Context: an optimization exercise on an open-source flow, tuned for small area. The choices shown serve that exercise and are no tape-out recipe. In this exercise RTL edits were held to simulation tests only and were not proved equivalent to the original. Power and IR drop assume default switching activity.

## execute_mc
module execute_mc #(
  parameter int N      = 64,
  parameter int MUL_EN = 1
) (
  input  logic         clk,
  input  logic         reset,
  input  logic         valid_E,
  input  logic         flush_E,
  input  logic         AluSrc,
  input  logic [3:0]   AluControl,
  input  logic         MulOp,
  input  logic [N-1:0] PC_E,
  input  logic [N-1:0] signImm_E,
  input  logic [N-1:0] readData1_E,
  input  logic [N-1:0] readData2_E,
  output logic         stall_E,
  output logic [N-1:0] PCBranch_M,
  output logic [N-1:0] aluResult_M,
  output logic [N-1:0] writeData_M,
  output logic         zero_M,
  output logic         valid_M
);
clock: 7.0 ns
lec_check: 0
cap_margin: 20
core_area: 2 2 168 148
die_area: 0 0 170 150
slew_margin: 20
standard.sh (not shown) runs the stock make flow with config.mk's settings and CLKGATE_MAP_FILE= SYNTH_SCRIPT=/design/flow/synth_recipe.tcl, a recipe that flattens the netlist after the stock synthesis.
==> flow/flow/run.sh <==
#!/bin/bash
# The standard layout (standard.sh) with two changes:
#  - synthesis maps the logic with an area-oriented ABC script (flow/abc_area.script, used
#    through ABC_AREA=1 on a copy of ORFS's scripts folder); registers are untouched;
#  - the port buffers are the smallest buffer cell, sky130_fd_sc_hd__buf_1;
#  - clock tree synthesis inserts no dummy loads (CTS_ARGS replaces its arguments).
set -euo pipefail
cd "$(dirname "$0")/.."
W=$PWD
rm -rf "$W/scripts_area"
cp -r "$FLOW_HOME/scripts" "$W/scripts_area"
cp "$W/flow/abc_area.script" "$W/scripts_area/abc_area.script"
export CTS_ARGS="-sink_clustering_enable -repair_clock_nets -sink_clustering_size 40 -sink_clustering_max_diameter 60 -buf_list sky130_fd_sc_hd__clkbuf_16 -dont_use_dummy_load"
export BUFFER_PORTS_ARGS="-buffer_cell sky130_fd_sc_hd__buf_1"
bash standard.sh SCRIPTS_DIR="$W/scripts_area" ABC_AREA=1 finish > standard_flow.log 2>&1
==> flow/flow/abc_area.script <==
strash
&get -n
&fraig -x
&put
scorr
dc2
dretime
strash
&get -n
&dch -f
&nf
&put
topo
stime -c
Rerun with:
--- a/flow/flow/run.sh
+++ b/flow/flow/run.sh
@@ -5,2 +5 @@
-#  - the port buffers are the smallest buffer cell, sky130_fd_sc_hd__buf_1;
-#  - clock tree synthesis inserts no dummy loads (CTS_ARGS replaces its arguments).
+#  - the port buffers are the smallest buffer cell, sky130_fd_sc_hd__buf_1.
@@ -13 +11,0 @@
-export CTS_ARGS="-sink_clustering_enable -repair_clock_nets -sink_clustering_size 40 -sink_clustering_max_diameter 60 -buf_list sky130_fd_sc_hd__clkbuf_16 -dont_use_dummy_load"
--- a/flow/config.mk
+++ b/flow/config.mk
@@ -9,0 +10,3 @@
+export CTS_BUF_LIST = sky130_fd_sc_hd__clkbuf_16
+export CTS_CLUSTER_DIAMETER = 60
+export CTS_CLUSTER_SIZE = 40
=> Routed wire length hardly moves; synthesized cell count does not change; power went up by 8.2%; combinational power is about the same; sequential cell count is unchanged.
Rerun with:
--- a/flow/flow/run.sh
+++ b/flow/flow/run.sh
@@ -2 +2 @@
-# The standard layout (standard.sh) with two changes:
+# The standard layout (standard.sh) with these changes:
@@ -5 +5,2 @@
-#  - the port buffers are the smallest buffer cell, sky130_fd_sc_hd__buf_1.
+#  - the port buffers are the smallest buffer cell, sky130_fd_sc_hd__buf_1;
+#  - clock tree synthesis inserts no dummy loads (CTS_ARGS replaces its arguments).
@@ -11,0 +13 @@
+export CTS_ARGS="-sink_clustering_enable -repair_clock_nets -sink_clustering_size 16 -sink_clustering_max_diameter 60 -buf_list sky130_fd_sc_hd__clkbuf_8 -dont_use_dummy_load"
--- a/flow/config.mk
+++ b/flow/config.mk
@@ -10,3 +9,0 @@
-export CTS_BUF_LIST = sky130_fd_sc_hd__clkbuf_16
-export CTS_CLUSTER_DIAMETER = 60
-export CTS_CLUSTER_SIZE = 40
=> Clock skew is about the same. Cell area falls by a few percent. Wire length hardly moves. Via count goes down slightly.

The RTL this note starts from:
==> flow/design.v <==
module execute_mc #(
  parameter int N      = 64,
  parameter int MUL_EN = 1
) (
  input  logic         clk,
  input  logic         reset,
  input  logic         valid_E,
  input  logic         flush_E,
  input  logic         AluSrc,
  input  logic [3:0]   AluControl,
  input  logic         MulOp,
  input  logic [N-1:0] PC_E,
  input  logic [N-1:0] signImm_E,
  input  logic [N-1:0] readData1_E,
  input  logic [N-1:0] readData2_E,
  output logic         stall_E,
  output logic [N-1:0] PCBranch_M,
  output logic [N-1:0] aluResult_M,
  output logic [N-1:0] writeData_M,
  output logic         zero_M,
  output logic         valid_M
);
  localparam int W = 16;            
  localparam int C = N / W;         
  logic [7:0]   cnt_q;              
  logic         carry_q;            
  logic         pcarry_q;           
  logic         pmsb_q;             
  logic [1:0]   imsb_q;             
  logic [1:0]   ph;
  logic [5:0]   rnd;
  logic [5:0]   mbit;
  logic         mul;
  logic         pres, last, done;
  logic [1:0]   bsel;
  logic [W-1:0] a_c, b_c, imm_c, pc_c;
  logic [W-1:0] alu_b, x, y, res;
  logic         sub, cin, b_i;
  logic [W:0]   sum;
  logic [W:0]   psum;
  assign ph   = cnt_q[1:0];
  assign rnd  = cnt_q[7:2];
  assign mbit = ~rnd;               
  assign mul  = (MUL_EN != 0) & MulOp;
  assign pres = valid_E & ~flush_E;
  assign last = (ph == 2'd3);
  assign done = last & (~mul | (rnd == 6'd63));
  assign stall_E = ~done;
  assign bsel  = mul ? mbit[5:4] : ph;
  assign a_c   = readData1_E[ph*W +: W];
  assign b_c   = readData2_E[bsel*W +: W];
  assign imm_c = signImm_E[ph*W +: W];
  assign pc_c  = PC_E[ph*W +: W];
  assign b_i   = b_c[mbit[3:0]];
  function automatic logic [W:0] radd(input logic [W-1:0] p, input logic [W-1:0] q,
                                      input logic ci);
    logic [W-1:0] g, t;
    logic [W:0]   c;
    g = p & q;
    t = p ^ q;
    c[0] = ci;
    for (int k = 0; k < W; k += 4) begin
      c[k+1] = g[k]   | (t[k]   & c[k]);
      c[k+2] = g[k+1] | (t[k+1] & g[k]) | (t[k+1] & t[k] & c[k]);
      c[k+3] = g[k+2] | (t[k+2] & g[k+1]) | (t[k+2] & t[k+1] & g[k])
             | (t[k+2] & t[k+1] & t[k] & c[k]);
      c[k+4] = g[k+3] | (t[k+3] & g[k+2]) | (t[k+3] & t[k+2] & g[k+1])
             | (t[k+3] & t[k+2] & t[k+1] & g[k]) | (t[k+3] & t[k+2] & t[k+1] & t[k] & c[k]);
    end
    radd = {c[W], t ^ c[W-1:0]};
  endfunction
  always_comb begin
    sub   = (AluControl == 4'b0110);
    alu_b = AluSrc ? imm_c : b_c;
    if (mul) begin
      x   = a_c & {W{b_i}};
      y   = (rnd == 6'd0) ? '0 : {aluResult_M[W-2:0], (ph == 2'd0) ? 1'b0 : pmsb_q};
      cin = (ph == 2'd0) ? 1'b0 : carry_q;
    end else begin
      x   = a_c;
      y   = alu_b ^ {W{sub}};
      cin = (ph == 2'd0) ? sub : carry_q;
    end
    sum = radd(x, y, cin);
    if (mul) res = sum[W-1:0];
    else begin
      case (AluControl)
        4'b0000: res = a_c & alu_b;
        4'b0001: res = a_c | alu_b;
        4'b0010: res = sum[W-1:0];
        4'b0110: res = sum[W-1:0];
        4'b0111: res = alu_b;
        4'b1100: res = ~(a_c | alu_b);
        default: res = '0;
      endcase
    end
    psum = radd(pc_c, {imm_c[W-3:0], (ph == 2'd0) ? 2'b00 : imsb_q},
                (ph == 2'd0) ? 1'b0 : pcarry_q);
  end
  always_ff @(posedge clk) begin
    if (reset) begin
      cnt_q   <= '0;
      valid_M <= 1'b0;
    end else begin
      cnt_q   <= (pres & ~done) ? cnt_q + 8'd1 : 8'd0;
      valid_M <= pres & done;
    end
  end
  always_ff @(posedge clk) begin
    carry_q     <= sum[W];
    pcarry_q    <= psum[W];
    pmsb_q      <= aluResult_M[W-1];
    imsb_q      <= imm_c[W-1:W-2];
    aluResult_M <= {res, aluResult_M[N-1:W]};
    PCBranch_M  <= {psum[W-1:0], PCBranch_M[N-1:W]};
    writeData_M <= readData2_E;
  end
  assign zero_M = (aluResult_M == '0);
endmodule
Settings: LEC_CHECK=0, CAP_MARGIN=20, CORE_MARGIN=2, CORE_UTILIZATION=40, SLEW_MARGIN=20; clock period 7.0 ns.
==> flow/flow/run.sh <==
#!/bin/bash
# The standard layout, with the port buffers made of the smallest buffer cell
# (sky130_fd_sc_hd__buf_1) instead of the one buffer_ports picks by default.
set -euo pipefail
cd "$(dirname "$0")/.."
export BUFFER_PORTS_ARGS="-buffer_cell sky130_fd_sc_hd__buf_1"
bash standard.sh finish > standard_flow.log 2>&1
Rerun with:
==> flow/flow/run.sh (replaced) <==
#!/bin/bash
# The standard layout (standard.sh) with two changes:
#  - synthesis maps the logic with an area-oriented ABC script (flow/abc_area.script, used
#    through ABC_AREA=1 on a copy of ORFS's scripts folder); registers are untouched;
#  - the port buffers are the smallest buffer cell, sky130_fd_sc_hd__buf_1.
set -euo pipefail
cd "$(dirname "$0")/.."
W=$PWD
rm -rf "$W/scripts_area"
cp -r "$FLOW_HOME/scripts" "$W/scripts_area"
cp "$W/flow/abc_area.script" "$W/scripts_area/abc_area.script"
export BUFFER_PORTS_ARGS="-buffer_cell sky130_fd_sc_hd__buf_1"
bash standard.sh SCRIPTS_DIR="$W/scripts_area" ABC_AREA=1 finish > standard_flow.log 2>&1
==> flow/flow/abc_area.script (new file) <==
strash
&get -n
&fraig -x
&put
scorr
dc2
dretime
strash
&get -n
&dch -f
&nf
&put
topo
stime -c
CORE_UTILIZATION = 50   (was 40)
CTS_BUF_LIST = sky130_fd_sc_hd__clkbuf_16   (was unset)
CTS_CLUSTER_DIAMETER = 80   (was unset)
CTS_CLUSTER_SIZE = 50   (was unset)
Outcome: The changed run finished clean; cell count shrinks by about 6%; count of clock-buffer cells in the layout goes down by 18; utilization climbs by 13 points; wire length fell by about 3%; total power falls by about 16%; design area decreases by about 6%.
Rerun with:
==> flow/flow/run.sh (replaced) <==
#!/bin/bash
# The standard layout, with the port buffers made of the smallest buffer cell
# (sky130_fd_sc_hd__buf_1) instead of the one buffer_ports picks by default.
set -euo pipefail
cd "$(dirname "$0")/.."
export BUFFER_PORTS_ARGS="-buffer_cell sky130_fd_sc_hd__buf_1"
bash standard.sh finish > standard_flow.log 2>&1
CORE_UTILIZATION = 65   (was 50)
CTS_BUF_LIST = sky130_fd_sc_hd__clkbuf_8   (was sky130_fd_sc_hd__clkbuf_16)
CTS_CLUSTER_DIAMETER = unset   (was 80)
CTS_CLUSTER_SIZE = 30   (was 50)
removed: flow/flow/abc_area.script
Outcome: This time the run aborted during 3_2_place_iop; area after synthesis goes up by a few percent; synthesized cell count goes up by a little under a tenth.

-- static timing again, ports no longer ideal --
No port has a modelled driver above. Below, the same layouts with a new extraction and two added sets of constraints.
Step 1 (the two cells are an assumption about what drives the block):
set clk [get_ports {clk}]
set_driving_cell -lib_cell sky130_fd_sc_hd__clkbuf_16 $clk
set_driving_cell -lib_cell sky130_fd_sc_hd__buf_2 [delete_from_list [all_inputs] $clk]
Step 2 also shifts input and output timing later by t, the mid clock arrival at the registers, as if the neighbouring blocks saw the same clock.
Three values: no drivers, after step 1, after step 2; two values: the first two.
run | t, ns | setup WS [ns] | worst setup path at the end | worst register clock-pin slew, ns | cell pins on the clock port's net
the first run of note 1 | 0.516 | 1.120 / 1.094 / 0.578 | input to register | 0.12 / 0.12 | 1
the second run of note 1 | 0.534 | 1.153 / 1.126 / 0.591 | input to register | 0.12 / 0.12 | 1
the third run of note 1 | 0.537 | 1.195 / 1.165 / 0.628 | input to register | 0.10 / 0.10 | 1
the first run of note 2 | 0.552 | 0.949 / 0.945 / 0.393 | input to register | 0.07 / 0.07 | 1
the second run of note 2 | 0.507 | 0.510 / 0.489 / -0.018 | input to register | 0.11 / 0.11 | 1
Met with ideal ports but missed after step 2: setup timing in the second run of note 2. For the third run of note 1, which loses most, drivers alone change the setup slack by -0.030 ns; drivers and shift together by -0.567 ns.
